This is an optimization exercise on Yosys and OpenROAD, whose aim is small area, a short achievable clock period and few clock cycles per item, not a production implementation.
The RTL was checked by simulation tests, not by an equivalence proof against the original design.
Power figures rest on the tool's default switching activity, not on a simulated workload.

`flow/design.v`:
```
`default_nettype none
package rsos_pkg;
   localparam int RSOS_MAX_OBJECTS = 8;
   localparam int RSOS_SINE_BITS   = 16;
   localparam int RANGE_W = 16;
   localparam int ANGLE_W = 8;
   localparam int SUM_W   = 24;
   localparam int TALLY_W = 8;
   localparam int COUNT_W = 4;
   localparam int CHORD_W = 17;
   localparam int CSR_W   = 16;
   localparam int CSR_IDX_W = 2;
   localparam logic [CHORD_W-1:0] CHORD_MAX = '1;
   localparam logic [TALLY_W-1:0] TALLY_MAX = '1;
   localparam int SINE_LAST = 180;
   localparam logic [CSR_IDX_W-1:0] CSR_EDGE_THRESHOLD = 2'd0;
   localparam logic [CSR_IDX_W-1:0] CSR_MIN_WIDTH      = 2'd1;
   localparam logic [CSR_IDX_W-1:0] CSR_OBJECT_LIMIT   = 2'd2;
   typedef enum logic [1:0] {
      KIND_OBJECT   = 2'd0,
      KIND_SMALLEST = 2'd1,
      KIND_NONE     = 2'd2
   } kind_type;
   typedef enum logic [2:0] {
      ST_IDLE,
      ST_EVAL,
      ST_DIV,
      ST_MUL,
      ST_CHORD,
      ST_REC,
      ST_REP
   } state_type;
   typedef struct packed {
      logic capture;
      logic eval;
      logic mul;
      logic chord;
      logic load_rec;
      logic load_rep;
   } cmd_type;
   typedef struct packed {
      logic close_ok;
      logic scan_end;
      logic div_done;
      logic out_full;
   } status_type;
endpackage
`default_nettype wire
`default_nettype none
module rsos_sine_rom (
   input  wire logic [7:0]  k,
   output logic      [16:0] value
);
   always_comb begin
      case (k)
         8'd0: value = 17'd0;
         8'd1: value = 17'd572;
         8'd2: value = 17'd1144;
         8'd3: value = 17'd1716;
         8'd4: value = 17'd2287;
         8'd5: value = 17'd2859;
         8'd6: value = 17'd3430;
         8'd7: value = 17'd4001;
         8'd8: value = 17'd4572;
         8'd9: value = 17'd5142;
         8'd10: value = 17'd5712;
         8'd11: value = 17'd6281;
         8'd12: value = 17'd6850;
         8'd13: value = 17'd7419;
         8'd14: value = 17'd7987;
         8'd15: value = 17'd8554;
         8'd16: value = 17'd9121;
         8'd17: value = 17'd9687;
         8'd18: value = 17'd10252;
         8'd19: value = 17'd10817;
         8'd20: value = 17'd11380;
         8'd21: value = 17'd11943;
         8'd22: value = 17'd12505;
         8'd23: value = 17'd13066;
         8'd24: value = 17'd13626;
         8'd25: value = 17'd14185;
         8'd26: value = 17'd14742;
         8'd27: value = 17'd15299;
         8'd28: value = 17'd15855;
         8'd29: value = 17'd16409;
         8'd30: value = 17'd16962;
         8'd31: value = 17'd17514;
         8'd32: value = 17'd18064;
         8'd33: value = 17'd18613;
         8'd34: value = 17'd19161;
         8'd35: value = 17'd19707;
         8'd36: value = 17'd20252;
         8'd37: value = 17'd20795;
         8'd38: value = 17'd21336;
         8'd39: value = 17'd21876;
         8'd40: value = 17'd22415;
         8'd41: value = 17'd22951;
         8'd42: value = 17'd23486;
         8'd43: value = 17'd24019;
         8'd44: value = 17'd24550;
         8'd45: value = 17'd25080;
         8'd46: value = 17'd25607;
         8'd47: value = 17'd26132;
         8'd48: value = 17'd26656;
         8'd49: value = 17'd27177;
         8'd50: value = 17'd27697;
         8'd51: value = 17'd28214;
         8'd52: value = 17'd28729;
         8'd53: value = 17'd29242;
         8'd54: value = 17'd29753;
         8'd55: value = 17'd30261;
         8'd56: value = 17'd30767;
         8'd57: value = 17'd31271;
         8'd58: value = 17'd31772;
         8'd59: value = 17'd32271;
         8'd60: value = 17'd32768;
         8'd61: value = 17'd33262;
         8'd62: value = 17'd33754;
         8'd63: value = 17'd34242;
         8'd64: value = 17'd34729;
         8'd65: value = 17'd35212;
         8'd66: value = 17'd35693;
         8'd67: value = 17'd36172;
         8'd68: value = 17'd36647;
         8'd69: value = 17'd37120;
         8'd70: value = 17'd37590;
         8'd71: value = 17'd38057;
         8'd72: value = 17'd38521;
         8'd73: value = 17'd38982;
         8'd74: value = 17'd39441;
         8'd75: value = 17'd39896;
         8'd76: value = 17'd40348;
         8'd77: value = 17'd40797;
         8'd78: value = 17'd41243;
         8'd79: value = 17'd41686;
         8'd80: value = 17'd42126;
         8'd81: value = 17'd42562;
         8'd82: value = 17'd42995;
         8'd83: value = 17'd43425;
         8'd84: value = 17'd43852;
         8'd85: value = 17'd44275;
         8'd86: value = 17'd44695;
         8'd87: value = 17'd45112;
         8'd88: value = 17'd45525;
         8'd89: value = 17'd45935;
         8'd90: value = 17'd46341;
         8'd91: value = 17'd46744;
         8'd92: value = 17'd47143;
         8'd93: value = 17'd47538;
         8'd94: value = 17'd47930;
         8'd95: value = 17'd48318;
         8'd96: value = 17'd48703;
         8'd97: value = 17'd49084;
         8'd98: value = 17'd49461;
         8'd99: value = 17'd49834;
         8'd100: value = 17'd50203;
         8'd101: value = 17'd50569;
         8'd102: value = 17'd50931;
         8'd103: value = 17'd51289;
         8'd104: value = 17'd51643;
         8'd105: value = 17'd51993;
         8'd106: value = 17'd52339;
         8'd107: value = 17'd52682;
         8'd108: value = 17'd53020;
         8'd109: value = 17'd53354;
         8'd110: value = 17'd53684;
         8'd111: value = 17'd54010;
         8'd112: value = 17'd54332;
         8'd113: value = 17'd54650;
         8'd114: value = 17'd54963;
         8'd115: value = 17'd55273;
         8'd116: value = 17'd55578;
         8'd117: value = 17'd55879;
         8'd118: value = 17'd56175;
         8'd119: value = 17'd56468;
         8'd120: value = 17'd56756;
         8'd121: value = 17'd57040;
         8'd122: value = 17'd57319;
         8'd123: value = 17'd57594;
         8'd124: value = 17'd57865;
         8'd125: value = 17'd58131;
         8'd126: value = 17'd58393;
         8'd127: value = 17'd58650;
         8'd128: value = 17'd58903;
         8'd129: value = 17'd59152;
         8'd130: value = 17'd59396;
         8'd131: value = 17'd59635;
         8'd132: value = 17'd59870;
         8'd133: value = 17'd60100;
         8'd134: value = 17'd60326;
         8'd135: value = 17'd60547;
         8'd136: value = 17'd60764;
         8'd137: value = 17'd60976;
         8'd138: value = 17'd61183;
         8'd139: value = 17'd61386;
         8'd140: value = 17'd61584;
         8'd141: value = 17'd61777;
         8'd142: value = 17'd61966;
         8'd143: value = 17'd62149;
         8'd144: value = 17'd62328;
         8'd145: value = 17'd62503;
         8'd146: value = 17'd62672;
         8'd147: value = 17'd62837;
         8'd148: value = 17'd62997;
         8'd149: value = 17'd63152;
         8'd150: value = 17'd63303;
         8'd151: value = 17'd63449;
         8'd152: value = 17'd63589;
         8'd153: value = 17'd63725;
         8'd154: value = 17'd63856;
         8'd155: value = 17'd63983;
         8'd156: value = 17'd64104;
         8'd157: value = 17'd64220;
         8'd158: value = 17'd64332;
         8'd159: value = 17'd64439;
         8'd160: value = 17'd64540;
         8'd161: value = 17'd64637;
         8'd162: value = 17'd64729;
         8'd163: value = 17'd64816;
         8'd164: value = 17'd64898;
         8'd165: value = 17'd64975;
         8'd166: value = 17'd65048;
         8'd167: value = 17'd65115;
         8'd168: value = 17'd65177;
         8'd169: value = 17'd65234;
         8'd170: value = 17'd65287;
         8'd171: value = 17'd65334;
         8'd172: value = 17'd65376;
         8'd173: value = 17'd65414;
         8'd174: value = 17'd65446;
         8'd175: value = 17'd65474;
         8'd176: value = 17'd65496;
         8'd177: value = 17'd65514;
         8'd178: value = 17'd65526;
         8'd179: value = 17'd65534;
         8'd180: value = 17'd65536;
         8'd181: value = 17'd65534;
         8'd182: value = 17'd65526;
         8'd183: value = 17'd65514;
         8'd184: value = 17'd65496;
         8'd185: value = 17'd65474;
         8'd186: value = 17'd65446;
         8'd187: value = 17'd65414;
         8'd188: value = 17'd65376;
         8'd189: value = 17'd65334;
         8'd190: value = 17'd65287;
         8'd191: value = 17'd65234;
         8'd192: value = 17'd65177;
         8'd193: value = 17'd65115;
         8'd194: value = 17'd65048;
         8'd195: value = 17'd64975;
         8'd196: value = 17'd64898;
         8'd197: value = 17'd64816;
         8'd198: value = 17'd64729;
         8'd199: value = 17'd64637;
         8'd200: value = 17'd64540;
         8'd201: value = 17'd64439;
         8'd202: value = 17'd64332;
         8'd203: value = 17'd64220;
         8'd204: value = 17'd64104;
         8'd205: value = 17'd63983;
         8'd206: value = 17'd63856;
         8'd207: value = 17'd63725;
         8'd208: value = 17'd63589;
         8'd209: value = 17'd63449;
         8'd210: value = 17'd63303;
         8'd211: value = 17'd63152;
         8'd212: value = 17'd62997;
         8'd213: value = 17'd62837;
         8'd214: value = 17'd62672;
         8'd215: value = 17'd62503;
         8'd216: value = 17'd62328;
         8'd217: value = 17'd62149;
         8'd218: value = 17'd61966;
         8'd219: value = 17'd61777;
         8'd220: value = 17'd61584;
         8'd221: value = 17'd61386;
         8'd222: value = 17'd61183;
         8'd223: value = 17'd60976;
         8'd224: value = 17'd60764;
         8'd225: value = 17'd60547;
         8'd226: value = 17'd60326;
         8'd227: value = 17'd60100;
         8'd228: value = 17'd59870;
         8'd229: value = 17'd59635;
         8'd230: value = 17'd59396;
         8'd231: value = 17'd59152;
         8'd232: value = 17'd58903;
         8'd233: value = 17'd58650;
         8'd234: value = 17'd58393;
         8'd235: value = 17'd58131;
         8'd236: value = 17'd57865;
         8'd237: value = 17'd57594;
         8'd238: value = 17'd57319;
         8'd239: value = 17'd57040;
         8'd240: value = 17'd56756;
         8'd241: value = 17'd56468;
         8'd242: value = 17'd56175;
         8'd243: value = 17'd55879;
         8'd244: value = 17'd55578;
         8'd245: value = 17'd55273;
         8'd246: value = 17'd54963;
         8'd247: value = 17'd54650;
         8'd248: value = 17'd54332;
         8'd249: value = 17'd54010;
         8'd250: value = 17'd53684;
         8'd251: value = 17'd53354;
         8'd252: value = 17'd53020;
         8'd253: value = 17'd52682;
         8'd254: value = 17'd52339;
         8'd255: value = 17'd51993;
         default: value = 17'd0;
      endcase
   end
endmodule
`default_nettype wire
`default_nettype none
module range_scan_object_segmenter_core (
   input  wire logic        clock,
   input  wire logic        reset,
   input  wire logic        req_tvalid,
   output logic             req_tready,
   input  wire logic [23:0] req_tdata,    
   input  wire logic        req_tuser,    
   input  wire logic        req_tlast,    
   output logic             rsp_tvalid,
   input  wire logic        rsp_tready,
   output logic [71:0]      rsp_tdata,
   output logic [1:0]       rsp_tuser,    
   output logic             rsp_tlast,    
   input  wire logic        csr_we,
   input  wire logic [1:0]  csr_index,
   input  wire logic [15:0] csr_wdata
);
   logic [15:0] thr_q;
   logic [7:0]  minw_q;
   logic [3:0]  lim_q;
   logic        thr_new;      
   wire wr_thr = csr_we && (csr_index == 2'd0);
   wire [3:0] lim_n = (csr_we && (csr_index == 2'd2)) ? csr_wdata[3:0] : lim_q;
   always_ff @(posedge clock) begin
      if (reset) begin
         thr_q  <= 16'd40;
         minw_q <= 8'd4;
         lim_q  <= 4'd8;
      end else if (csr_we) begin
         case (csr_index)
            2'd0: thr_q  <= csr_wdata;
            2'd1: minw_q <= csr_wdata[7:0];
            2'd2: lim_q  <= csr_wdata[3:0];
            default: ;
         endcase
      end
      thr_new <= !reset && wr_thr;
   end
   logic        rdy_q;
   logic        s1v, s1_first, s1_edge;
   logic [15:0] rng;
   logic [7:0]  ang;
   logic        st, en;
   wire acc = req_tvalid && rdy_q;
   logic        primed_q, track_q;
   logic [7:0]  open_q;
   logic [8:0]  arc_q;        
   logic [15:0] pr_q;
   logic [23:0] sum_q;
   logic [7:0]  tal_q;
   logic [3:0]  found_q;
   logic        pend_q;       
   logic [3:0]  tcnt;         
   logic [3:0]  cap_q;        
   wire       primed_e = primed_q && !st;
   wire       track_e  = track_q && !st;
   wire [3:0] found_e  = st ? 4'd0 : found_q;
   logic [17:0] lo_q;
   logic [16:0] hi_q;
   wire drop_c = !lo_q[17] && ({1'b0, rng} <= lo_q[16:0]);
   wire rise_c = {1'b0, rng} > hi_q;
   wire cok_c  = !arc_q[8] && (arc_q[7:0] >= minw_q) && (found_q < cap_q);
   logic drop_l, rise_l, cok_l;
   wire edge_ok = s1_edge && !(s1_first && thr_new);
   wire drop = edge_ok  ? drop_c : drop_l;
   wire rise = edge_ok  ? rise_c : rise_l;
   wire cok  = s1_first ? cok_c  : cok_l;
   wire go = s1v && !pend_q && !tcnt[3] && !(s1_first && thr_new);
   wire do_start = primed_e && !track_e && drop;
   wire do_end   = primed_e && track_e && rise;
   wire do_close = do_end && cok;
   wire do_add   = primed_e && track_e && !rise && (tal_q != 8'hff);
   always_ff @(posedge clock) begin
      if (edge_ok) begin
         drop_l <= drop_c;
         rise_l <= rise_c;
      end
      if (s1_first) cok_l <= cok_c;
      cap_q <= reset ? 4'd8 : (lim_n < 4'd8) ? lim_n : 4'd8;
   end
   always_ff @(posedge clock) begin
      if (reset) begin
         primed_q <= 1'b0;
         track_q  <= 1'b0;
         found_q  <= 4'd0;
      end else if (go) begin
         primed_q <= 1'b1;
         track_q  <= do_start || (track_e && !do_end);
         found_q  <= do_close ? found_q + 4'd1 : found_e;
      end
   end
   wire [15:0] pr_n = go ? rng : pr_q;
   always_ff @(posedge clock) begin
      lo_q <= {2'b00, pr_n} + {2'b11, ~thr_q};
      hi_q <= {1'b0, pr_n} + {1'b0, thr_q};
   end
   wire [8:0] arc_new = {1'b0, ang} - {1'b0, open_q};
   always_ff @(posedge clock) begin
      if (go) begin
         pr_q <= rng;
         if (do_start) begin
            open_q <= ang;
            arc_q  <= 9'd0;
            sum_q  <= {8'd0, rng};
            tal_q  <= 8'd1;
         end else begin
            if (!do_close) arc_q <= arc_new;
            if (do_add) begin
               sum_q <= sum_q + {8'd0, rng};
               tal_q <= tal_q + 8'd1;
            end
         end
      end
   end
   logic [1:0] tok_q [0:3];
   logic [1:0] wp_q, rp_q;
   wire push = go && (do_close || en);
   wire hb   = do_close || (found_e != 4'd0);
   wire [1:0] ptok = do_close ? {1'b0, en} : {1'b1, hb};
   wire [1:0] head = tok_q[rp_q];
   wire       head_obj = !head[1];
   logic        out_v;
   logic [1:0]  out_kind;
   logic        out_last;
   logic [3:0]  o_id;
   logic [7:0]  o_first, o_final, o_centre, o_arc;
   logic [15:0] o_mean;
   logic [16:0] o_chord;
   logic        u_busy, u_done;
   wire out_free = !out_v || rsp_tready;
   wire head_rdy = tcnt[0] && (!head_obj || u_done);
   wire pop_any  = head_rdy && out_free;
   wire pop_obj  = pop_any && head_obj;
   wire pop      = pop_any && (head != 2'd1);
   logic [3:0]  u_cnt;
   logic [7:0]  u_r;
   logic [15:0] u_q;
   logic [7:0]  u_d;
   logic [7:0]  u_first, u_arc;
   logic [3:0]  u_id;
   logic [16:0] u_s;
   logic [33:0] u_a;
   wire u_free = !u_busy && (!u_done || (head_obj && tcnt[0] && !out_v));
   wire u_load = u_free && (pend_q || (go && do_close));
   wire pend_n = (pend_q || (go && do_close)) && !u_free;
   wire [8:0] t1  = {u_r, u_q[15]};
   wire [9:0] t1s = {1'b0, t1} - {2'b00, u_d};
   wire       g1  = !t1s[9];
   wire [8:0] ta  = {t1s[7:0], u_q[14]};       
   wire [8:0] tb  = {t1[7:0], u_q[14]};        
   wire [9:0] tas = {1'b0, ta} - {2'b00, u_d};
   wire [9:0] tbs = {1'b0, tb} - {2'b00, u_d};
   wire       g2  = g1 ? !tas[9] : !tbs[9];
   wire [7:0] r2  = g1 ? (!tas[9] ? tas[7:0] : ta[7:0])
                       : (!tbs[9] ? tbs[7:0] : tb[7:0]);
   wire [33:0] hsum = u_a + ({32'd0, u_q[1:0]} * {17'd0, u_s});
   logic [16:0] sine;
   rsos_sine_rom u_sine (.k(u_arc), .value(sine));
   always_ff @(posedge clock) begin
      if (reset) begin
         u_busy <= 1'b0;
         u_done <= 1'b0;
         pend_q <= 1'b0;
      end else begin
         pend_q <= pend_n;
         if (u_load) begin
            u_busy <= 1'b1;
            u_done <= 1'b0;
         end else if (u_busy && u_cnt == 4'd8) begin
            u_busy <= 1'b0;
            u_done <= 1'b1;
         end else if (pop_obj) begin
            u_done <= 1'b0;
         end
      end
   end
   always_ff @(posedge clock) begin
      u_s <= sine;
      if (u_free) begin
         u_cnt   <= 4'd0;
         u_r     <= sum_q[23:16];
         u_q     <= sum_q[15:0];
         u_d     <= tal_q;
         u_first <= open_q;
         u_arc   <= arc_q[7:0];
         u_id    <= pend_q ? found_q : found_q + 4'd1;
         u_a     <= 34'd1;
      end else if (u_busy) begin
         u_cnt <= u_cnt + 4'd1;
         if (u_cnt != 4'd8) begin
            u_r <= r2;
            u_q <= {u_q[13:0], g1, g2};
         end
         if (u_cnt != 4'd0) u_a <= {hsum[31:0], 2'b00};
      end
   end
   wire inc = push && !pop;
   wire dec = pop && !push;
   wire [3:0] tcnt_n = inc ? {tcnt[2:0], 1'b1} : dec ? {1'b0, tcnt[3:1]} : tcnt;
   always_ff @(posedge clock) begin
      if (reset) begin
         wp_q  <= 2'd0;
         rp_q  <= 2'd0;
         tcnt  <= 4'd0;
         rdy_q <= 1'b0;
         s1v   <= 1'b0;
      end else begin
         if (push) begin
            tok_q[wp_q] <= ptok;
            wp_q <= wp_q + 2'd1;
         end
         if (pop) rp_q <= rp_q + 2'd1;
         else if (pop_any) tok_q[rp_q] <= 2'd3;
         tcnt <= tcnt_n;
         rdy_q <= !pend_n && !tcnt_n[3] && !wr_thr;
         s1v   <= (s1v && !go) || acc;
      end
   end
   always_ff @(posedge clock) begin
      if (acc) begin
         rng <= req_tdata[15:0];
         ang <= req_tdata[23:16];
         st  <= req_tuser;
         en  <= req_tlast;
      end
      s1_first <= acc;
      s1_edge  <= acc || (s1_first && thr_new);
   end
   logic [16:0] best_chord;
   logic [3:0]  best_id;
   logic [7:0]  best_centre;
   wire [7:0]  c_final  = u_first + u_arc;
   wire [7:0]  c_centre = u_first + {1'b0, u_arc[7:1]};
   wire [16:0] c_chord  = u_a[33:17];
   always_ff @(posedge clock) begin
      if (u_done && head_obj && tcnt[0] && (u_id == 4'd1 || c_chord < best_chord)) begin
         best_chord  <= c_chord;
         best_id     <= u_id;
         best_centre <= c_centre;
      end
   end
   always_ff @(posedge clock) begin
      if (reset) out_v <= 1'b0;
      else if (out_free) out_v <= head_rdy;
   end
   always_ff @(posedge clock) begin
      if (out_free) begin
         if (head_obj) begin
            out_kind <= 2'd0;
            out_last <= !head[0];
            o_id     <= u_id;
            o_first  <= u_first;
            o_final  <= c_final;
            o_centre <= c_centre;
            o_arc    <= u_arc;
            o_mean   <= u_q;
            o_chord  <= c_chord;
         end else begin
            out_kind <= head[0] ? 2'd1 : 2'd2;
            out_last <= 1'b1;
            o_id     <= head[0] ? best_id : 4'd0;
            o_first  <= 8'd0;
            o_final  <= 8'd0;
            o_centre <= head[0] ? best_centre : 8'd0;
            o_arc    <= 8'd0;
            o_mean   <= 16'd0;
            o_chord  <= head[0] ? best_chord : 17'd0;
         end
      end
   end
   assign req_tready = rdy_q;
   assign rsp_tvalid = out_v;
   assign rsp_tdata  = {3'b000, o_chord, o_mean, o_arc, o_centre, o_final, o_first, o_id};
   assign rsp_tuser  = out_kind;
   assign rsp_tlast  = out_last;
endmodule
`default_nettype wire
```
`flow/run.sh`:
```
#!/bin/bash
# synth_recipe.tcl (not shown) runs the flow's synth.tcl, then flattens the netlist and writes it again
# the make line also repeats each setting of config.mk as NAME=value (left out here)
make -C /OpenROAD-flow-scripts/flow DESIGN_CONFIG=/design/flow/config.mk WORK_HOME=/design/flow/orfs CLKGATE_MAP_FILE= SYNTH_SCRIPT=/design/flow/synth_recipe.tcl finish
```
`flow/config.mk`:
```
export PLATFORM = sky130hd
export DESIGN_NAME = range_scan_object_segmenter_core
export DESIGN_NICKNAME = range_scan_object_segmenter_core
export VERILOG_FILES = /design/flow/design.v
export SDC_FILE = /design/flow/constraint.sdc
export NUM_CORES = 4
export LEC_CHECK = 0
export CAP_MARGIN = 20
export CORE_MARGIN = 2
export CORE_UTILIZATION = 40
export SETUP_SLACK_MARGIN = 4.5
export SLEW_MARGIN = 20
export SYNTH_MEMORY_MAX_BITS = 8192
export TNS_END_PERCENT = 100
```
`flow/constraint.sdc`:
```
create_clock -name core_clock -period 8.0 [get_ports {clock}]
set_input_delay 1.6000 -clock core_clock [delete_from_list [all_inputs] [get_ports {clock}]]
set_output_delay 1.6000 -clock core_clock [all_outputs]
set_load 0.01 [all_outputs]
```
==> results of run 1 <==
repair_timing:
action,4_1_cts,5_1_grt
setup endpoints to repair,102,103
hold buffers,0,0
gates resized for setup,55,91
gates cloned,3,2
setup buffers,30,22
pin swaps,19,45
critical path, cell delays in order (launching register included):
cell and delay [ns]:
edfxtp_1 0.52, buf_6 0.19, buf_6 0.10, nand2_2 0.04
fa_1 0.51, inv_2 0.06, ha_4 0.23, a211oi_4 0.28
nor2_4 0.08, o41ai_4 0.36, o31ai_4 0.14, a31o_4 0.29
buf_6 0.12, a21oi_4 0.20, or3_1 0.13, a31oi_1 0.08
sequential cells by signal, indices dropped and copies added (netlist names), 9 cells and up, named ones only:
name and count:
thr_q 16, u_q 16, arc_q 9, best_chord 17, sum_q 24, hi_q 17, rng 16, u_a 33
u_s 17, o_chord 17, pr_q 16, lo_q 18, o_mean 16
layer usage:
layer | wire [µm] | share of wire, % | up-vias | track usage, %
li1 | - | - | 10500 | -
met1 | 36200 | 44 | 10800 | 32.8
met2 | 38300 | 46 | 869 | 39.2
met3 | 5060 | 6.1 | 170 | 2.91
met4 | 3120 | 3.8 | 0 | 9.44
met5 | 0 | 0 | - | 0
worst max-delay path by stage:
stage | start | endpoint | depth (start not counted)
after floorplan | rsp_tready | tcnt[2] | 11
after global placement | rng[10] | sum_q[23] | 10
after detailed placement | u_q[1] | u_a[28] | 12
after CTS | u_q[15] | u_r[0] | 14
after global routing | u_q[1] | u_a[28] | 15
final | u_q[1] | u_a[28] | 15
power breakdown:
group	switching, mW	internal, mW	leakage [nW]
clock	0.928	1.24	0.758
sequential	0.0708	2.34	3.76
combinational	0.739	0.521	7.99
total	1.74	4.10	12.5
placed cells by master (no fill, tap or decap), types with 19 or more instances in the layout:
| cell | n |
|---|---|
| buf_4 | 71 |
| and2_1 | 38 |
| o211ai_1 | 29 |
| nor3_1 | 47 |
| mux2i_1 | 29 |
| nand2_1 | 289 |
| clkdlybuf4s50_1 | 122 |
| a22o_1 | 44 |
| o21ai_0 | 184 |
| a31oi_1 | 44 |
| and3_1 | 19 |
| xor2_1 | 39 |
| nor2_1 | 228 |
| nand2b_1 | 44 |
| edfxtp_1 | 228 |
| nor2b_1 | 33 |
| xnor2_1 | 65 |
| nand3_1 | 74 |
| ha_1 | 194 |
| clkbuf_16 | 48 |
| a311oi_1 | 19 |
| inv_1 | 200 |
| dfxtp_1 | 172 |
| a21oi_1 | 200 |
| a211oi_1 | 44 |
| a21o_1 | 44 |
| fa_1 | 22 |
per-stage QoR:
stage	power, mW	setup WS [ns]	std cells
global placement	3.60	3.87	3713
floorplan	3.23	4.32	2875
finish	5.84	4.52	3861
detailed placement	3.62	3.81	3714
global route	6.10	4.38	3858
CTS	5.83	4.44	3834
cell type report:
class | instances | area, µm² | area share (%)
Inverter | 215 | 828 | 2.71
Sequential cell | 401 | 10300 | 33.8
Tap cell | 855 | 1070 | 3.50
Multi-Input combinational cell | 2083 | 14600 | 47.9
Antenna cell | 3 | 7.51 | 0.0246
Timing Repair Buffer | 217 | 2150 | 7.04
Clock buffer | 61 | 1280 | 4.19
Clock inverter | 26 | 272 | 0.889
kinds of logic (layout without fill, tap and decap cells):
group	after synthesis	in the layout	synth area share (%)
muxes	49	49	2.24
and+or+nand+nor	885	886	15.9
AOI/OAI and AO/OA	801	802	20.1
xor gates and xnor gates	106	106	3.60
adders and majority gates	237	237	12.2
DFF	401	401	40.0
other	1	6	0.0145
buffers and inverters	393	519	5.95
==> flow_summary.ini, run 1 <==
[clock_network]
cts-root-buf = clkbuf_16
worstSkewPairLatency_ns = 0.62
cts_buffers = 47
cts_max_level = 2
clk_pin_slew_ns = 0.06
clk_path_buf_depth = 3
cts_tree = yes
clock_sinks = 401

[sta]
rsz0062_at_grt = true
fin_crit_sh_pct = 43.5
clock.fmax_mhz = 287
worstMarginPinSlew_ns = 1.01
layout_min_cycle_time_ns = 3.48
finalSetupTns_ns = 0
slew_headroom_pct = 31.0
hold_viol = 0
clock_skew_ns = 0.0465
drv_slew = 0
whs_ns = 0.446
setup_violations = 0

[worst_setup_path]
cp_max_fo = 8
r2r_end = u_a[28]
rrSetupSlack_ns = 4.52
endpoint_kind = flip-flop
crit_required_ns = 8.45
crit_arrival_ns = 3.93
reg2reg_depth = 15
cp-start-kind = flip-flop
reg2reg_from = u_q[1]
worstSetupPathType = flip-flop to flip-flop

[synth]
synthCells = 2873
yosysMostFrequentCell = nand2_1
synth_warnings = 2
synth_top_area_share_pct = 26.5
synth-edff-count = 228
synthFlopType = edfxtp_1
ys_seq_elements = 401
synth_seq_area_share_pct = 40.0
netlist_area_um2 = 25800
synthTopCellsByCount = nand2_1 (299), nor2_1 (237), edfxtp_1 (228), ha_1 (212), inv_1 (211)
synthArstFlopShare_pct = 0
synth.area.top_cells = edfxtp_1 (27%), dfxtp_1 (13%), ha_1 (10%)
synth_cell_type_count = 81
synth_top_cell_by_area = edfxtp_1
avgSynthCellArea_um2 = 8.98

[detailed_routing]
final_antenna_net_count = 0
totalWireLength_um = 82600
firstDrtPassIters = 8
via_per_inst = 5.77
drc = 0
drtIter0Drc = 1995
vias = 22300
wl_per_cell_um = 21.4

[floorplanning]
fp.dieH_um = 258
die_w_um = 258
io_pins = 126
initial_core_util_pct = 40.2
dieArea_um2 = 66600
core_area_um2 = 64100
row_count = 93

[global_route]
grt_pass1_vias = 21700
grt.total_usage_pct = 24.1
overflow = 0
antenna_found_initial = 0
grt_pass1_wl_um = 126000
grt_max_degree = 154

[placed_design]
dpl_cell_area_um2 = 27800
io_buffer_count = 122
gp_congestion = 0.991
dp_hpwl_um = 56700

[layout]
final_area_um2 = 30500
synthToLayoutAreaGrowth_pct = 18.4
num-fill-cells = 6025
nNetsFinal = 3251
final_util_pct = 47.6
drive_gt1_share_pct = 10.3

[flow_run]
timing.max_cap.violations = 0

[hold_path]
holdPathStages = 0
holdPathEnd = u_first[6]
hold_class = flip-flop to flip-flop
hold_path_startpoint = open_q[6]

[pwr]
cellPowerDensity_nw_per_um2 = 191
p_leak_nw = 12.5
peakVddDrop_v = 0.000171

[run_status]
outcome = complete, no violations
Testbench counts, summed over its fixed seeds: cycles 26,163, words 24,000.
==> run 2, diff against run 1 <==
--- a/flow/config.mk
+++ b/flow/config.mk
@@ -8,6 +8,6 @@
 export CAP_MARGIN = 20
 export CORE_MARGIN = 2
-export CORE_UTILIZATION = 40
-export SETUP_SLACK_MARGIN = 4.5
+export CORE_UTILIZATION = 70
+export SETUP_SLACK_MARGIN = 5
 export SLEW_MARGIN = 20
 export SYNTH_MEMORY_MAX_BITS = 8192
==> run 2 against run 1 <==
Compared with the run above:
- the flow now stops in global routing (5_1_grt)
- synthesized cell count unchanged
- synthesized area unchanged
==> flow_summary.ini, run 2 <==
[synth]
synth_top_area_share_pct = 26.5
yosysMostFrequentCell = nand2_1
netlist_area_um2 = 25800
synth.area.top_cells = edfxtp_1 (27%), dfxtp_1 (13%), ha_1 (10%)
synthTopCellsByCount = nand2_1 (299), nor2_1 (237), edfxtp_1 (228), ha_1 (212), inv_1 (211)
synthFlopType = edfxtp_1
ys_seq_elements = 401
avgSynthCellArea_um2 = 8.98
synth_warnings = 2
synth_cell_type_count = 81
synthArstFlopShare_pct = 0
synth_top_cell_by_area = edfxtp_1
synth_seq_area_share_pct = 40.0
synthCells = 2873
synth-edff-count = 228

[floorplanning]
die_w_um = 196
row_count = 70
initial_core_util_pct = 70.8
fp.dieH_um = 196
io_pins = 126

[run_status]
error = [ERROR GRT-0232] Routing congestion too high. Check the congestion heatmap in the GUI.
outcome = aborted with a tool error
failed_stage = global routing (5_1_grt)

[sta]
grt-worst-endpoint = u_r[3]$_DFFE_PP_/D
worst-ep-kind = register input

[placed_design]
gp_congestion = 1.02
io_buffer_count = 122
place_inst = 3317
dp_hpwl_um = 52500

[global_route]
overflow = 122
grt_max_degree = 90
grt.total_usage_pct = 77.1

[clock_network]
clk_path_buf_depth = 3
clock_sinks = 401
cts-root-buf = clkbuf_16
cts_max_level = 2
cts_buffers = 43
hold_buffers = 0
[run 2: cell counts after synthesis]
No cell type changed its count.
[run 2: metrics by stage]
| stage | cell area [µm²] | power (mW) | utilization, % | setup slack [ns] | hold slack, ns |
|---|---|---|---|---|---|
| floorplan | 26200 | 3.25 | - | 4.32 | 0.426 |
| global placement | 27400 | 3.57 | 75.3 | 3.70 | 0.434 |
| detailed placement | 27400 | 3.62 | 75.3 | 3.53 | 0.444 |
| CTS | 31000 | 5.91 | 85.2 | 4.58 | 0.457 |
[run 2: per-layer routing]
layer	GRT overflow	track usage, %
met1	1	77.8
met2	54	93.5
met3	4	60.7
met4	63	78.8
met5	0	22.0
[run 2: power groups by stage]
| stage | logic [mW] | clock network [mW] | registers [mW] |
|---|---|---|---|
| after floorplan | 0.803 | 0 | 2.45 |
| after global placement | 1.12 | 0 | 2.45 |
| after detailed placement | 1.17 | 0 | 2.45 |
| after CTS | 1.33 | 2.17 | 2.41 |
[run 2: worst max path at each step]
stage                end  slack [ns]  cells after the start
4_1_cts           u_r[3]        4.58                     14
3_5_place_dp   sum_q[15]        3.53                     10
3_3_place_gp   sum_q[17]        3.70                     10
2_1_floorplan    tcnt[2]        4.32                     11
[run 2: timing repair]
item	CTS
endpoints found under the setup margin	360
setup buffers	102
resized for setup	303
pin swaps	89
cloned	16
[run 2: cells by family after synthesis]
group,after synthesis,share of synthesized area [%]
simple gates,885,15.9
compound gates,801,20.1
flops,401,40.0
buf+inv,393,5.95
fa+ha+maj,237,12.2
xor+xnor,106,3.60
mux,49,2.24
other cells,1,0.0145
==> run 3, diff against run 2 <==
--- a/flow/design.v
+++ b/flow/design.v
@@ -523,10 +523,6 @@
          s1v   <= 1'b0;
       end else begin
-         if (push) begin
-            tok_q[wp_q] <= ptok;
-            wp_q <= wp_q + 2'd1;
-         end
+         if (push) wp_q <= wp_q + 2'd1;
          if (pop) rp_q <= rp_q + 2'd1;
-         else if (pop_any) tok_q[rp_q] <= 2'd3;
          tcnt <= tcnt_n;
          rdy_q <= !pend_n && !tcnt_n[3] && !wr_thr;
@@ -535,4 +531,8 @@
    end
    always_ff @(posedge clock) begin
+      if (!tcnt[3]) tok_q[wp_q] <= ptok;
+      if (pop_any && !pop) tok_q[rp_q] <= 2'd3;
+   end
+   always_ff @(posedge clock) begin
       if (acc) begin
          rng <= req_tdata[15:0];
--- a/flow/config.mk
+++ b/flow/config.mk
@@ -8,6 +8,6 @@
 export CAP_MARGIN = 20
 export CORE_MARGIN = 2
-export CORE_UTILIZATION = 70
-export SETUP_SLACK_MARGIN = 5
+export CORE_UTILIZATION = 40
+export SETUP_SLACK_MARGIN = 4.5
 export SLEW_MARGIN = 20
 export SYNTH_MEMORY_MAX_BITS = 8192
==> run 3 against run 2 <==
Compared with the run above:
- the run now finishes clean
- synthesized area fell by 1.6%
- synthesized cell count down 3.2%
==> flow_summary.ini, run 3 <==
[run_status]
outcome = complete, no violations

[placed_design]
io_buffer_count = 122
post-place-ws_ns = 3.90
gp_congestion = 0.988
dp_hpwl_um = 54800
dpl_cell_area_um2 = 27400
place_inst = 3626

[synth]
synth_seq_area_share_pct = 40.6
netlist_area_um2 = 25400
synth_warnings = 2
synth.area.top_cells = edfxtp_1 (27%), dfxtp_1 (14%), ha_1 (10%)
synth_cell_type_count = 94
synthFlopType = edfxtp_1
avgSynthCellArea_um2 = 9.13
synth_top_cell_by_area = edfxtp_1
synth_top_area_share_pct = 27.0
synthArstFlopShare_pct = 0
ys_seq_elements = 401
synth-edff-count = 228
yosysMostFrequentCell = nand2_1
synthCells = 2781
synthTopCellsByCount = nand2_1 (300), edfxtp_1 (228), nor2_1 (220), ha_1 (212), inv_1 (208)

[flow_run]
timing.max_cap.violations = 0

[worst_setup_path]
cpPeakStageDelay_ns = 0.45
worstSetupPathType = flip-flop to flip-flop
crit_arrival_ns = 3.90
rrSetupSlack_ns = 4.44
cp_top_family = adder cells
endpoint_kind = flip-flop
crit_buf_inv = 3
cp-start-kind = flip-flop
cp_max_fo = 7
crit_required_ns = 8.34
worstPathCellList = inv_2 > ha_4 > inv_2 > fa_2 > a21o_1 > a21oi_2 > o21bai_1 > a21oi_1 > xnor2_1 > ha_2 > nor2_2 > mux2i_4 > or2_4 > buf_4 > mux2i_1 > a21oi_1
critPathSlowestCell = edfxtp_1

[floorplanning]
io_pins = 126
initial_core_util_pct = 40.3
row_count = 92
dieArea_um2 = 65500
core_area_um2 = 63000
die_w_um = 256
fp.dieH_um = 256

[hold_path]
hold_class = flip-flop to flip-flop

[layout]
stdcell_count = 3756
nNetsFinal = 3158
multiInputGateArea_um2 = 14200
final_common_cell = nand2_1
antenna_cells = 0
regMostFlops = u_a
top_regs = u_a (33), sum_q (24), lo_q (18)
largest_reg_flops = 33
final_area_um2 = 29800
final_util_pct = 47.4
layout_common_cells = nand2_1 (295), edfxtp_1 (228), nor2_1 (212), inv_1 (200), ha_1 (193)
drive_gt1_share_pct = 10.4
num-fill-cells = 6007
synthToLayoutAreaGrowth_pct = 17.4
regArea_um2 = 10300

[sta]
worstMarginPinSlew_ns = 1.02
clock.fmax_mhz = 281
clock_skew_ns = 0.0285
slew_headroom_pct = 31.5
whs_ns = 0.457
fin_crit_sh_pct = 44.5
worst_slack_ns = 4.44
rsz0062_at_grt = true
setup_violations = 0
drv_slew = 0
layout_min_cycle_time_ns = 3.56
hold_viol = 0
finalSetupTns_ns = 0

[global_route]
grt_pass1_wl_um = 121000
antenna_found_initial = 1
grt_pass1_vias = 21100
grt.total_usage_pct = 23.1
overflow = 0
grt_max_degree = 134

[detailed_routing]
vias = 21600
totalWireLength_um = 78500
drc = 0
final_antenna_net_count = 0
drtIter0Drc = 2049
firstDrtPassIters = 6
wl_per_cell_um = 20.9
via_per_inst = 5.75

[clock_network]
clk_path_buf_depth = 3
cts_buffers = 46
cts_tree = yes
cts_max_level = 2
clock_sinks = 401
cts-root-buf = clkbuf_16
clk_pin_slew_ns = 0.06
worstSkewPairLatency_ns = 0.61

[pwr]
p_leak_nw = 12.2
total_power_mw = 5.67
cellPowerDensity_nw_per_um2 = 190
peakVddDrop_v = 0.000162
## run 3: final cells by class
cell class                      instances  share of cell area (%)
Sequential cell                       401                    34.6
Timing Repair Buffer                  200                    6.53
Clock buffer                           56                    4.12
Tap cell                              846                    3.55
Clock inverter                         30                    1.03
Inverter                              210                    2.68
Timing Repair inverter                  1                  0.0168
Multi-Input combinational cell       2012                    47.5
## run 3: repair_timing
| item | CTS | global route |
|---|---|---|
| gates resized for setup | 46 | 90 |
| hold buffers | 0 | 0 |
| setup buffers | 17 | 24 |
| pin swaps | 7 | 43 |
| cloned | 1 | 2 |
| endpoints found under the setup margin | 113 | 105 |
## run 3: where the power goes
part	leakage (nW)	internal, mW	switching, mW	total, mW
clock	0.745	1.19	0.941	2.13
sequential	3.77	2.33	0.0725	2.40
combinational	7.65	0.472	0.668	1.14
total	12.2	3.99	1.68	5.67
## run 3: kinds of logic after synthesis
group                      count (synthesis)  share of synthesized area (%)
AOI/OAI and AO/OA                        764                           19.5
xor gates and xnor gates                 101                           3.48
adders and majority gates                237                           12.4
buffers and inverters                    371                           5.80
DFF                                      401                           40.6
muxes                                     51                           2.58
other                                      1                         0.0148
and+or+nand+nor                          855                           15.6
## run 3: path summary, 6_finish.rpt
kind,from,endpoint,cells past startpoint
worst max-delay path,u_q[15],u_r[5],16
worst min-delay path,open_q[5],u_first[5],0
worst min register to register,open_q[5],u_first[5],0
worst max register to register,u_q[15],u_r[5],16
## run 3: metal layers
| metal | global-route usage [%] | vias to the layer above | wire, µm |
|---|---|---|---|
| li1 | - | 10200 | - |
| met1 | 31.0 | 10400 | 34000 |
| met2 | 37.6 | 868 | 35900 |
| met3 | 4.11 | 184 | 5520 |
| met4 | 8.28 | 0 | 3110 |
| met5 | 0 | - | 0 |
## run 3: worst register-to-register path: stages, from the launching register on
cell      delay (ns)
edfxtp_1        0.45
inv_2           0.12
ha_4            0.14
inv_2           0.04
fa_2            0.41
a21o_1          0.18
a21oi_2         0.20
o21bai_1        0.10
a21oi_1         0.18
xnor2_1         0.18
ha_2            0.25
nor2_2          0.06
mux2i_4         0.27
or2_4           0.20
buf_4           0.13
mux2i_1         0.27
a21oi_1         0.11
Testbench counts of run 3, summed over its fixed seeds: cycles 26,163, words 24,000.
==> run 4, diff against run 3 <==
--- a/flow/config.mk
+++ b/flow/config.mk
@@ -8,6 +8,6 @@
 export CAP_MARGIN = 20
 export CORE_MARGIN = 2
-export CORE_UTILIZATION = 40
-export SETUP_SLACK_MARGIN = 4.5
+export CORE_UTILIZATION = 50
+export SETUP_SLACK_MARGIN = 5
 export SLEW_MARGIN = 20
 export SYNTH_MEMORY_MAX_BITS = 8192
==> run 4 against run 3 <==
Compared with the run above:
- setup slack improved by 0.039 ns
- clock skew shrank 0.0023 ns
- still clean
- fmax is 1.1% higher
==> flow_summary.ini, run 4 <==
[clock_network]
cts-root-buf = clkbuf_16
cts_buffers = 47
cts_max_level = 2
clk_pin_slew_ns = 0.06
cts_tree = yes
worstSkewPairLatency_ns = 0.60
clock_sinks = 401
clk_path_buf_depth = 3

[floorplanning]
fp.dieH_um = 229
dieArea_um2 = 52600
io_pins = 126
core_area_um2 = 50200
row_count = 82
die_w_um = 229
initial_core_util_pct = 50.6

[global_route]
grt_max_degree = 134
antenna_found_initial = 0
overflow = 0
grt_pass1_wl_um = 125000
grt_pass1_vias = 21500
grt.total_usage_pct = 30.5

[layout]
regArea_um2 = 10300
final_util_pct = 62.6
synthToLayoutAreaGrowth_pct = 23.7
layout_common_cells = nand2_1 (279), edfxtp_1 (228), nor2_1 (209), inv_1 (191), o21ai_0 (174)
drive_gt1_share_pct = 16.6
antenna_cells = 0
top_regs = u_a (33), sum_q (24), lo_q (18)
regMostFlops = u_a
multiInputGateArea_um2 = 15000
final_area_um2 = 31400
largest_reg_flops = 33
final_common_cell = nand2_1
num-fill-cells = 4142
nNetsFinal = 3261

[worst_setup_path]
cp-start-kind = flip-flop
crit_required_ns = 8.34
crit_arrival_ns = 3.86
worstSetupPathType = flip-flop to flip-flop
endpoint_kind = flip-flop
cp_max_fo = 4

[sta]
fin_crit_sh_pct = 44.1
slew_headroom_pct = 37.3
rsz0062_at_grt = true
clock_skew_ns = 0.0262
layout_min_cycle_time_ns = 3.53
drv_slew = 0
hold_viol = 0
worstMarginPinSlew_ns = 0.940
setup_violations = 0
finalSetupTns_ns = 0
clock.fmax_mhz = 284

[pwr]
cellPowerDensity_nw_per_um2 = 187
total_power_mw = 5.89
peakVddDrop_v = 0.000175
p_leak_nw = 13.2

[placed_design]
gp_congestion = 1.01
dpl_cell_area_um2 = 27300
dp_hpwl_um = 54900
io_buffer_count = 122

[synth]
synth-edff-count = 228
netlist_area_um2 = 25400
synth_seq_area_share_pct = 40.6
synth.area.top_cells = edfxtp_1 (27%), dfxtp_1 (14%), ha_1 (10%)
synth_cell_type_count = 94
synthFlopType = edfxtp_1
synth_warnings = 2
synth_top_area_share_pct = 27.0
synthCells = 2781
avgSynthCellArea_um2 = 9.13
synth_top_cell_by_area = edfxtp_1
synthTopCellsByCount = nand2_1 (300), edfxtp_1 (228), nor2_1 (220), ha_1 (212), inv_1 (208)
yosysMostFrequentCell = nand2_1
ys_seq_elements = 401
synthArstFlopShare_pct = 0

[detailed_routing]
vias = 22400
final_antenna_net_count = 0
drtIter0Drc = 2021
wl_per_cell_um = 22.8
drc = 0
totalWireLength_um = 83900
via_per_inst = 6.07
firstDrtPassIters = 6

[flow_run]
timing.max_cap.violations = 0

[run_status]
outcome = complete, no violations

[hold_path]
hold_class = flip-flop to flip-flop
==> run 4: final timing paths <==
| path | start | to | slack (ns) | cells past startpoint |
|---|---|---|---|---|
| hold / removal | open_q[2] | u_first[2] | 0.44 | 0 |
| hold reg to reg | open_q[2] | u_first[2] | 0.44 | 0 |
| setup / recovery | u_q[15] | u_r[3] | 4.47 | 14 |
| setup reg to reg | u_q[15] | u_r[3] | 4.47 | 14 |
==> run 4: routing by layer <==
metal | track usage [%] | routed length, µm
met1 | 40.0 | 35300
met2 | 49.7 | 39200
met5 | 0 | 0
met3 | 4.93 | 5570
met4 | 13.3 | 3840
==> run 4: cells by family (layout without fill, tap and decap cells) <==
| logic type | after synthesis | in the layout | synth area share [%] |
|---|---|---|---|
| fa+ha+maj | 237 | 237 | 12.4 |
| xor+xnor | 101 | 101 | 3.48 |
| mux | 51 | 51 | 2.58 |
| flops | 401 | 401 | 40.6 |
| compound gates | 764 | 764 | 19.5 |
| simple gates | 855 | 857 | 15.6 |
| buf+inv | 371 | 599 | 5.80 |
| other cells | 1 | 3 | 0.0148 |
==> run 4: worst max-delay path, cell delays in order, from the launching register on <==
cell	delay, ns
edfxtp_1	0.45
inv_2	0.11
ha_4	0.14
inv_2	0.04
fa_2	0.37
xor2_2	0.20
ha_1	0.30
o21a_1	0.12
o31a_1	0.13
o31a_1	0.28
o21ai_2	0.20
a21oi_4	0.10
or2_4	0.24
or3_1	0.35
a32o_1	0.25
==> run 4: timing repair <==
item / in CTS / in global routing
buffers inserted: 81 / 56
setup endpoints to repair: 385 / 235
hold endpoints to repair: 0 / 0
pin swaps: 47 / 90
hold buffers: 0 / 0
cloned: 5 / 6
resized for setup: 229 / 135
==> run 4: cell type report <==
cell class,count,area share (%)
multi-input combinational,2013,47.7
tap,672,2.68
timing repair buffer,302,9.45
sequential,401,32.8
clock inverter,24,0.589
inverter,210,2.58
clock buffer,63,4.20
==> run 4: metrics by stage <==
step	hold WS [ns]	std cells	setup WS, ns
floorplan	0.426	2783	4.32
global placement	0.436	3450	4.17
detailed placement	0.441	3450	4.06
CTS	0.442	3623	4.49
global route	0.466	3685	4.34
finish	0.443	3685	4.47
==> run 4: power breakdown <==
group          leakage [nW]  switching (mW)  internal [mW]
combinational          8.69           0.773          0.582
sequential             3.77          0.0788           2.33
clock                 0.746           0.900           1.23
total                  13.2            1.75           4.13
==> run 5, diff against run 4 <==
--- a/flow/design.v
+++ b/flow/design.v
@@ -338,5 +338,4 @@
    logic        thr_new;      
    wire wr_thr = csr_we && (csr_index == 2'd0);
-   wire [3:0] lim_n = (csr_we && (csr_index == 2'd2)) ? csr_wdata[3:0] : lim_q;
    always_ff @(posedge clock) begin
       if (reset) begin
@@ -369,5 +368,4 @@
    logic        pend_q;       
    logic [3:0]  tcnt;         
-   logic [3:0]  cap_q;        
    wire       primed_e = primed_q && !st;
    wire       track_e  = track_q && !st;
@@ -377,5 +375,6 @@
    wire drop_c = !lo_q[17] && ({1'b0, rng} <= lo_q[16:0]);
    wire rise_c = {1'b0, rng} > hi_q;
-   wire cok_c  = !arc_q[8] && (arc_q[7:0] >= minw_q) && (found_q < cap_q);
+   wire [3:0] cap = (lim_q < 4'd8) ? lim_q : 4'd8;
+   wire cok_c  = !arc_q[8] && (arc_q[7:0] >= minw_q) && (found_q < cap);
    logic drop_l, rise_l, cok_l;
    wire edge_ok = s1_edge && !(s1_first && thr_new);
@@ -394,5 +393,4 @@
       end
       if (s1_first) cok_l <= cok_c;
-      cap_q <= reset ? 4'd8 : (lim_n < 4'd8) ? lim_n : 4'd8;
    end
    always_ff @(posedge clock) begin
@@ -535,5 +533,5 @@
    end
    always_ff @(posedge clock) begin
-      if (acc) begin
+      if (rdy_q) begin
          rng <= req_tdata[15:0];
          ang <= req_tdata[23:16];
--- a/flow/config.mk
+++ b/flow/config.mk
@@ -8,6 +8,6 @@
 export CAP_MARGIN = 20
 export CORE_MARGIN = 2
-export CORE_UTILIZATION = 50
-export SETUP_SLACK_MARGIN = 5
+export CORE_UTILIZATION = 40
+export SETUP_SLACK_MARGIN = 4.5
 export SLEW_MARGIN = 20
 export SYNTH_MEMORY_MAX_BITS = 8192
==> run 5 against run 4 <==
Compared with the run above:
- still clean on timing, DRC and antenna
- clock skew up 0.0026 ns
- sequential power about the same
- non-clock buffer count down 103
- critical path depth is 2 lower
- synthesized cell count is 1.4% higher
- cell count increased by 3.1%
- combinational power shrank 9.6%
- sequential share of layout area grew 1.5 points
- clock power increased by 2%
- core utilization shrank 15 points
- synthesized area increased by 0.27%
- setup slack improved by 0.021 ns
- largest power group unchanged
==> flow_summary.ini, run 5 <==
[layout]
top_regs = u_a (33), sum_q (24), lo_q (18)
num-fill-cells = 6014
largest_reg_flops = 33
layout_common_cells = nand2_1 (281), edfxtp_1 (228), nor2_1 (220), a21oi_1 (210), inv_1 (201)
regMostFlops = u_a
drive_gt1_share_pct = 9.45
nNetsFinal = 3199
synthToLayoutAreaGrowth_pct = 17.0
stdcell_count = 3800
final_common_cell = nand2_1

[clock_network]
clk_pin_slew_ns = 0.06
cts_tree = yes
cts-root-buf = clkbuf_16
worstSkewPairLatency_ns = 0.59
cts_max_level = 2
cts_buffers = 48
clk_path_buf_depth = 3
hold_buffers = 0
clock_sinks = 397

[global_route]
overflow = 0
grt_pass1_wl_um = 122000
grt_max_degree = 167
antenna_found_initial = 0
grt.total_usage_pct = 23.4
grt_pass1_vias = 21300

[pwr]
peakVddDrop_v = 0.000164
pwr-share-clk_pct = 37.7
p_leak_nw = 12.1
combPwrFrac_pct = 21.1
total_power_mw = 5.79
p_seq_share_pct = 41.3
cellPowerDensity_nw_per_um2 = 194
power.internal_mw = 4.08
power.switching_mw = 1.70
swShare_pct = 29.4

[floorplanning]
core_area_um2 = 63000
die_w_um = 256
row_count = 92
io_pins = 126
dieArea_um2 = 65700
fp.dieH_um = 256
initial_core_util_pct = 40.5

[sta]
drv_slew = 0
slew_headroom_pct = 39.4
worstMarginPinSlew_ns = 0.907
hold_viol = 0
layout_min_cycle_time_ns = 3.50
setup_violations = 0
finalSetupTns_ns = 0
clock.fmax_mhz = 285
fin_crit_sh_pct = 43.8
clock_skew_ns = 0.0288
rsz0062_at_grt = true

[placed_design]
dp_hpwl_um = 56000
io_buffer_count = 122
gp_congestion = 0.969
place_inst = 3673

[worst_setup_path]
cp-start-kind = flip-flop
reg2reg_from = u_arc[1]
crit_required_ns = 8.47
worstSetupStartpoint = u_arc[1]
crit_arrival_ns = 3.97
endpoint_kind = flip-flop
worstSetupPathType = flip-flop to flip-flop
cp_max_fo = 37

[synth]
synth_cell_type_count = 83
yosysMostFrequentCell = nand2_1
synthCells = 2821
synth_top_area_share_pct = 26.9
synthTopCellsByCount = nand2_1 (285), edfxtp_1 (228), nor2_1 (227), a21oi_1 (218), ha_1 (212)
synth_warnings = 2
synthFlopType = edfxtp_1
synth_top_cell_by_area = edfxtp_1
synthArstFlopShare_pct = 0
synth.area.top_cells = edfxtp_1 (27%), dfxtp_1 (13%), ha_1 (10%)
netlist_area_um2 = 25500
avgSynthCellArea_um2 = 9.03
ys_seq_elements = 397
synth-edff-count = 228
synth_seq_area_share_pct = 40.2

[detailed_routing]
via_per_inst = 5.80
totalWireLength_um = 80000
wl_per_cell_um = 21.0
final_antenna_net_count = 0
drc = 0
firstDrtPassIters = 8
drtIter0Drc = 1840
vias = 22000

[run_status]
outcome = complete, no violations

[hold_path]
hold_path_startpoint = u_a[3]
hold_class = flip-flop to flip-flop

[flow_run]
timing.max_cap.violations = 0
## run 5: cell count changes after synthesis, sizes merged, moves of 8 or more
cell | previous run | this run
nor3 | 49 | 59
a211oi | 42 | 59
nand2 | 300 | 285
o22ai | 16 | 8
or3 | 18 | 8
nor2b | 34 | 44
o211ai | 35 | 44
clkbuf | 103 | 118
nand3 | 70 | 84
buf | 58 | 42
o21ai | 196 | 169
a21oi | 194 | 219
## run 5: through the flow
| step | util [%] | setup slack (ns) | area [µm²] | hold slack [ns] |
|---|---|---|---|---|
| 5_1_grt | 47.3 | 4.41 | 29800 | 0.474 |
| 3_5_place_dp | 43.8 | 3.99 | 27600 | 0.443 |
| 2_1_floorplan | - | 4.31 | 25500 | 0.412 |
| 4_1_cts | 46.6 | 4.50 | 29300 | 0.454 |
| 6_report | 47.3 | 4.50 | 29800 | 0.458 |
| 3_3_place_gp | 43.8 | 4.08 | 27600 | 0.427 |
## run 5: cell type report
class / count / area (µm²) / share of cell area (%)
Inverter: 210 / 797 / 2.68
Clock buffer: 66 / 1330 / 4.48
Antenna cell: 1 / 2.50 / 0.00840
Sequential cell: 397 / 10200 / 34.3
Tap cell: 846 / 1060 / 3.55
Multi-Input combinational cell: 2057 / 14300 / 48.0
Clock inverter: 24 / 249 / 0.836
Timing Repair Buffer: 199 / 1840 / 6.16
## run 5: final timing paths
check	slack, ns	endpoint	cells past startpoint
setup / recovery	4.50	u_s[9]	12
hold / removal	0.46	u_a[3]	2
setup reg to reg	4.50	u_s[9]	12
hold reg to reg	0.46	u_a[3]	2
## run 5: cell families after synthesis
| family | share of synthesized area, % |
|---|---|
| other cells | 0.0147 |
| xor+xnor | 3.40 |
| mux | 1.65 |
| fa+ha+maj | 12.4 |
| simple gates | 15.9 |
| flops | 40.2 |
| buf+inv | 5.57 |
| compound gates | 20.9 |
## run 5: critical path: stages, from the launching register on
cell and delay, ns:
edfxtp_1 0.32, buf_4 0.44, inv_1 0.13, buf_4 0.28, ha_1 0.22, buf_4 0.23
nor2_1 0.36, nand2_1 0.21, a31oi_1 0.20, a211oi_1 0.12, a211oi_1 0.45, a211oi_2 0.13
a31o_2 0.26
## run 5: timing repair
| item | in CTS | in global routing |
|---|---|---|
| gates cloned | 1 | 0 |
| endpoints found under the setup margin | 72 | 85 |
| buffers inserted | 11 | 24 |
| pin swaps | 3 | 36 |
| endpoints found under the hold margin | 0 | 0 |
| resized for setup | 23 | 77 |
## run 5: power groups by stage
stage	Sequential [mW]	Clock (mW)	Combinational, mW
floorplan	2.41	0	0.814
global placement	2.43	0	1.14
detailed placement	2.43	0	1.15
CTS	2.39	2.24	1.17
global route	2.40	2.31	1.35
finish	2.39	2.18	1.22
## run 5: routing by layer
| layer | vias to the layer above | share of wire [%] | GRT usage [%] |
|---|---|---|---|
| met1 | 10600 | 43 | 30.8 |
| met5 | - | 0 | 0 |
| met3 | 198 | 7.1 | 4.30 |
| li1 | 10300 | - | - |
| met4 | 0 | 3.9 | 8.85 |
| met2 | 898 | 46 | 38.2 |
Testbench counts of run 5, summed over its fixed seeds: cycles 26,163, words 24,000.
==> run 6, diff against run 5 <==
--- a/flow/config.mk
+++ b/flow/config.mk
@@ -9,4 +9,7 @@
 export CORE_MARGIN = 2
 export CORE_UTILIZATION = 40
+export CTS_BUF_LIST = sky130_fd_sc_hd__clkbuf_16
+export CTS_CLUSTER_DIAMETER = 60
+export CTS_CLUSTER_SIZE = 30
 export SETUP_SLACK_MARGIN = 4.5
 export SLEW_MARGIN = 20
==> run 6 against run 5 <==
Compared with the run above:
- still clean on timing, DRC and antenna
- combinational power hardly changed
- non-clock buffer count is 6 higher
- via count hardly changed
- synthesized area stayed put
- fmax is 0.75% lower
- first-iteration DRC count is 1.1% higher
- critical path depth is 1 lower
- sequential share of layout area is 0.071 points higher
- clock-buffer cell count is 27 lower
- clock skew is 0.0088 ns lower
- largest cell class unchanged
- largest power group unchanged
- highest routed layer unchanged
==> flow_summary.ini, run 6 <==
[sta]
drv_slew = 0
whs_ns = 0.459
worstMarginPinSlew_ns = 0.899
hold_viol = 0
setup_violations = 0
clock_skew_ns = 0.0200
layout_min_cycle_time_ns = 3.53
fin_crit_sh_pct = 44.1
finalSetupTns_ns = 0
worst_slack_ns = 4.47
clock.fmax_mhz = 283
slew_headroom_pct = 40.0
rsz0062_at_grt = true

[clock_network]
cts_max_level = 2
cts_tree = yes
clock_sinks = 397
cts_buffers = 39
clk_path_buf_depth = 3
hold_buffers = 0
cts-root-buf = clkbuf_16
clk_pin_slew_ns = 0.08
worstSkewPairLatency_ns = 0.58

[floorplanning]
core_area_um2 = 63000
fp.dieH_um = 256
initial_core_util_pct = 40.5
die_w_um = 256
row_count = 92
dieArea_um2 = 65700
io_pins = 126

[layout]
num-fill-cells = 6005
top_regs = u_a (33), sum_q (24), lo_q (18)
regArea_um2 = 10200
final_area_um2 = 29700
layout_common_cells = nand2_1 (277), edfxtp_1 (228), nor2_1 (219), a21oi_1 (208), inv_1 (201)
final_util_pct = 47.2
stdcell_count = 3785
final_common_cell = nand2_1
antenna_cells = 0
regMostFlops = u_a
synthToLayoutAreaGrowth_pct = 16.7
multiInputGateArea_um2 = 14300
largest_reg_flops = 33
drive_gt1_share_pct = 9.63
nNetsFinal = 3195

[run_status]
outcome = complete, no violations

[pwr]
power.switching_mw = 1.81
power.internal_mw = 3.80
peakVddDrop_v = 0.000129
cellPowerDensity_nw_per_um2 = 189
p_seq_share_pct = 42.5
pwr-share-clk_pct = 35.7
combPwrFrac_pct = 21.8
p_leak_nw = 12.1
total_power_mw = 5.61
swShare_pct = 32.2

[worst_setup_path]
crit_buf_inv = 3
critPathSlowestCell = ha_1
crit_arrival_ns = 3.99
worstSetupPathType = flip-flop to flip-flop
endpoint_kind = flip-flop
worstPathCellList = buf_6 > inv_1 > buf_4 > ha_1 > nor2b_2 > a21oi_1 > a211oi_1 > a311o_1 > o21ai_0 > a21oi_1 > a21oi_1
rrSetupSlack_ns = 4.47
cp_max_fo = 37
crit_required_ns = 8.46
cpPeakStageDelay_ns = 0.52
cpMostUsedCell = a21oi_1
cp-start-kind = flip-flop
cp_top_family = compound AO/OA/AOI/OAI gates

[synth]
synth.area.top_cells = edfxtp_1 (27%), dfxtp_1 (13%), ha_1 (10%)
ys_seq_elements = 397
synthFlopType = edfxtp_1
synth_cell_type_count = 83
synthCells = 2821
synth_warnings = 2
yosysMostFrequentCell = nand2_1
synth_top_cell_by_area = edfxtp_1
synth-edff-count = 228
avgSynthCellArea_um2 = 9.03
synth_top_area_share_pct = 26.9
netlist_area_um2 = 25500
synth_seq_area_share_pct = 40.2
synthArstFlopShare_pct = 0
synthTopCellsByCount = nand2_1 (285), edfxtp_1 (228), nor2_1 (227), a21oi_1 (218), ha_1 (212)

[detailed_routing]
totalWireLength_um = 79600
dr_wl_met3_um = 6150
drtIter0Drc = 1861
vias = 22000
via_per_inst = 5.82
met1_length_um = 33800
drc = 0
firstDrtPassIters = 6
final_antenna_net_count = 0
top_layer_used = met4
wl_per_cell_um = 21.0
wl_met2_um = 36700

[global_route]
grt_pass1_wl_um = 121000
overflow = 0
antenna_found_initial = 0
grt_pass1_vias = 21200
grt.total_usage_pct = 23.2
grt_max_degree = 167

[placed_design]
io_buffer_count = 122
dpl_cell_area_um2 = 27600
gp_congestion = 0.969
place_inst = 3673
post-place-ws_ns = 3.99
dp_hpwl_um = 56000

[hold_path]
hold_class = flip-flop to flip-flop

[flow_run]
timing.max_cap.violations = 0
[run 6: cells by family after synthesis]
group / share of synthesized area (%)
compound gates: 20.9
xor+xnor: 3.40
fa+ha+maj: 12.4
buf+inv: 5.57
flops: 40.2
mux: 1.65
other cells: 0.0147
simple gates: 15.9
[run 6: area by class of cell]
cell class	count	area share [%]
Clock buffer	39	3.28
Inverter	210	2.69
Timing Repair Buffer	205	6.45
Multi-Input combinational cell	2056	48.2
Clock inverter	32	1.45
Tap cell	846	3.56
Sequential cell	397	34.4
[run 6: per-layer routing]
layer | global-route usage [%] | vias to the layer above
li1 | - | 10300
met1 | 30.6 | 10600
met2 | 38.1 | 894
met3 | 4.22 | 190
met4 | 8.43 | 0
met5 | 0 | -
[run 6: worst reg2reg max path, stage by stage (launching register included)]
cell and delay [ns]:
edfxtp_1 0.39, buf_6 0.24, inv_1 0.14, buf_4 0.34, ha_1 0.53, nor2b_2 0.42
a21oi_1 0.10, a211oi_1 0.51, a311o_1 0.19, o21ai_0 0.20, a21oi_1 0.29, a21oi_1 0.07
[run 6: worst paths after layout]
check	startpoint	end	cells after the start
setup reg to reg	u_arc[1]	u_s[3]	11
setup / recovery	u_arc[1]	u_s[3]	11
hold reg to reg	lo_q[17]	drop_l	1
hold / removal	lo_q[17]	drop_l	1
[run 6: timing repair]
| action | CTS | global route |
|---|---|---|
| endpoints found under the setup margin | 73 | 95 |
| setup buffers | 12 | 29 |
| pin swaps | 4 | 50 |
| gates resized for setup | 24 | 94 |
[run 6: power by group through the flow]
stage          combinational (mW)  clock, mW  sequential (mW)
2_1_floorplan               0.814          0             2.41
3_3_place_gp                 1.14          0             2.43
3_5_place_dp                 1.15          0             2.43
4_1_cts                      1.16       2.05             2.39
5_1_grt                      1.35       2.12             2.40
6_report                     1.22       2.00             2.38

[what the ideal ports hide]
The results above use ideal ports. As a check the final layouts listed here were re-extracted and re-timed, cells and wires unchanged. Step 1: set_driving_cell puts a clkbuf_16 on clock and a buf_2 on each other input, an assumption about the parent block. Step 2 also shifts input and output timing later by t, the mid clock arrival at the registers, as if the neighbouring blocks saw the same clock. a / b / c = ideal / step 1 / step 2; a / b = the first two.
run	t, ns	setup slack, ns	worst slew at a driven data input, ns	cell pins on the clock port's net
run 1	0.651	4.516 / 4.516 / 4.202	0.05	1
run 3	0.653	4.436 / 4.436 / 4.355	0.07	1
run 4	0.645	4.475 / 4.475 / 4.475	0.06	1
run 5	0.637	4.496 / 4.496 / 4.288	0.05	1
run 6	0.633	4.470 / 4.470 / 4.285	0.05	1
After both steps setup and hold are still met in every run listed. The setup slack of run 1, which loses most, moves by 0.000 ns with the drivers and by -0.314 ns with both steps.
